Source: an optimization exercise on an open RTL-to-GDS flow (aim: small area). Production flows keep margins and buffers that such runs may drop. Function was checked by simulation only, so behaviour that the tests miss may differ from the original. Power and IR drop assume default switching activity.

// pwm_duty_temperature_converter_top
module pwm_duty_temperature_converter_top (
  input  logic               clk,
  input  logic               rst_n,
  input  logic               in_valid,
  output logic               in_stall,
  input  logic               in_pin_level,
  output logic               out_valid,
  input  logic               out_stall,
  output logic signed [14:0] out_temperature_centi,
  output logic [12:0]        out_voltage_mv,
  output logic [2:0]         out_segment,
  input  logic               cfg_valid,
  output logic               cfg_ready,
  input  logic [2:0]         cfg_index,
  input  logic [15:0]        cfg_wdata
);
  localparam logic [3:0] S_RST  = 4'd0,  S_CNT  = 4'd1,  S_VCMP = 4'd2,  S_HORN = 4'd3,
                         S_DIV  = 4'd4,  S_VPK  = 4'd5,  S_TSW  = 4'd6,  S_TS   = 4'd7,
                         S_TN   = 4'd8,  S_TD   = 4'd9,  S_TOV  = 4'd10, S_TC   = 4'd11,
                         S_TCMP = 4'd12, S_TCL  = 4'd13, S_DISP = 4'd14;
  localparam logic [15:0] W_RST  = 16'd40000;
  localparam logic [95:0] BX_RST = {16'd11312, 16'd20964, 16'd28817,
                                    16'd35015, 16'd39705, 16'd43133};
  localparam logic [13:0] M_V = 14'd10000;    
  localparam logic [10:0] M_T = 11'd2000;
  logic [3:0]  st;
  logic [3:0]  cnt;
  logic        tph;
  logic [3:0]  p;
  logic [2:0]  wc;
  logic [15:0] wr, hr, sr;
  logic [95:0] br;
  logic [31:0] acc;
  logic        c, dly, e, cs, ch, act, cw;
  logic        sg, sd, dz, ct, clamp;
  logic [2:0]  k;
  wire wend = (p == 4'd15);
  wire lo   = ~wc[0];
  wire pend = wend & wc[0];
  wire p0   = (p == 4'd0);
  wire w0 = wr[0];
  wire h0 = hr[0];
  wire s0 = sr[0];
  wire a0 = acc[0];
  wire bA = br[0];
  wire bB = br[16] & (wc != 3'd5);
  wire sb   = s0;
  wire hb   = h0;
  wire snew = sb ^ cs;
  ...
Size in the first run: roughly 750 cells after synthesis, ~210 flip-flops.
==> flow/config.mk <==
export PLATFORM = sky130hd
export DESIGN_NAME = pwm_duty_temperature_converter_top
export DESIGN_NICKNAME = pwm_duty_temperature_converter_top
export VERILOG_FILES = /design/flow/design.v
export SDC_FILE = /design/flow/constraint.sdc
export NUM_CORES = 4
export LEC_CHECK = 0
export ABC_AREA = 1
export CAP_MARGIN = 20
export CORE_MARGIN = 2
export CORE_UTILIZATION = 40
export SLEW_MARGIN = 20
==> flow/constraint.sdc <==
create_clock -name core_clock -period 10.0 [get_ports {clk}]
set_input_delay 2.0000 -clock core_clock [delete_from_list [all_inputs] [get_ports {clk}]]
set_output_delay 2.0000 -clock core_clock [all_outputs]
set_load 0.01 [all_outputs]
standard.sh (not shown) runs the stock make flow with config.mk's settings and CLKGATE_MAP_FILE= SYNTH_SCRIPT=/design/flow/synth_recipe.tcl, a recipe that flattens the netlist after the stock synthesis.
==> flow/flow/run.sh <==
#!/bin/bash
set -euo pipefail
HERE=$(cd "$(dirname "$0")" && pwd)
export POST_FLOORPLAN_TCL="$HERE/downsize.tcl"
export BUFFER_PORTS_ARGS="-buffer_cell sky130_fd_sc_hd__buf_1"
export CTS_ARGS="-sink_clustering_enable -repair_clock_nets -buf_list sky130_fd_sc_hd__clkbuf_4 -sink_clustering_size 13 -sink_clustering_max_diameter 30 -dont_use_dummy_load"
bash standard.sh > standard.log 2>&1
==> flow/flow/downsize.tcl <==
# Swap every logic cell that synthesis sized up for the smallest cell of the
# same function (drive strength _0 or _1); timing has ample slack at 10 ns.
set db [ord::get_db]
set n 0
foreach inst [[ord::get_db_block] getInsts] {
  set name [[$inst getMaster] getName]
  if {![regexp {^(sky130_fd_sc_hd__[a-z0-9]+)_([0-9]+)$} $name -> base size]} { continue }
  if {[regexp {df|dl|clk|buf|tap|fill|decap|conb|diode} $base]} { continue }
  set best [$inst getMaster]
  set barea [expr {[$best getWidth] * [$best getHeight]}]
  foreach s {0 1} {
    set m [$db findMaster ${base}_$s]
    if {$m == "NULL"} { continue }
    set a [expr {[$m getWidth] * [$m getHeight]}]
    if {$a < $barea} { set best $m; set barea $a }
  }
  if {[$best getName] != $name} { $inst swapMaster $best; incr n }
}
puts "downsize.tcl: swapped $n cells"
The starting point finished with timing, DRC and antenna clean.
Then changed:
==> flow/flow/run.sh (replaced) <==
#!/bin/bash
set -euo pipefail
export BUFFER_PORTS_ARGS="-buffer_cell sky130_fd_sc_hd__buf_1"
export CTS_ARGS="-sink_clustering_enable -repair_clock_nets -buf_list sky130_fd_sc_hd__clkbuf_4 -sink_clustering_size 10 -sink_clustering_max_diameter 30 -dont_use_dummy_load"
bash standard.sh > standard.log 2>&1
removed: flow/flow/downsize.tcl
After rerunning:
- The changed run finished with timing, DRC and antenna clean
- first-iteration DRC count fell by about a fifth
- worst setup slack improved by 95 ps
- clock-buffer cell count rose by 5
- final area rose by a few percent
- register-to-register slack improved by 240 ps
- core utilization rose by 0.90 points
- sequential power barely changes
- sequential share of layout area fell by 1.2 points

## re-timing with driven ports
How much do the figures lean on ideal ports? The routed layouts below were timed once more, with nothing changed but the port constraints. Step 1 assumes that a clkbuf_16 drives the clock port and a buf_2 every other input. Step 2, shift: input delay + t, output delay - t, t = (earliest + latest rising clock arrival at the registers) / 2. This alone moves slack from input paths to output paths. Three values: ideal, step 1, step 2; two values: the first two.
| run | t (ns) | setup slack, ns | pins driven straight from the clock port |
|---|---|---|---|
| the first run | 0.655 | 3.988 / 3.950 / 4.605 | 1 |
| the second run | 0.603 | 4.083 / 4.045 / 4.648 | 1 |
After both steps every run listed still meets setup and hold.
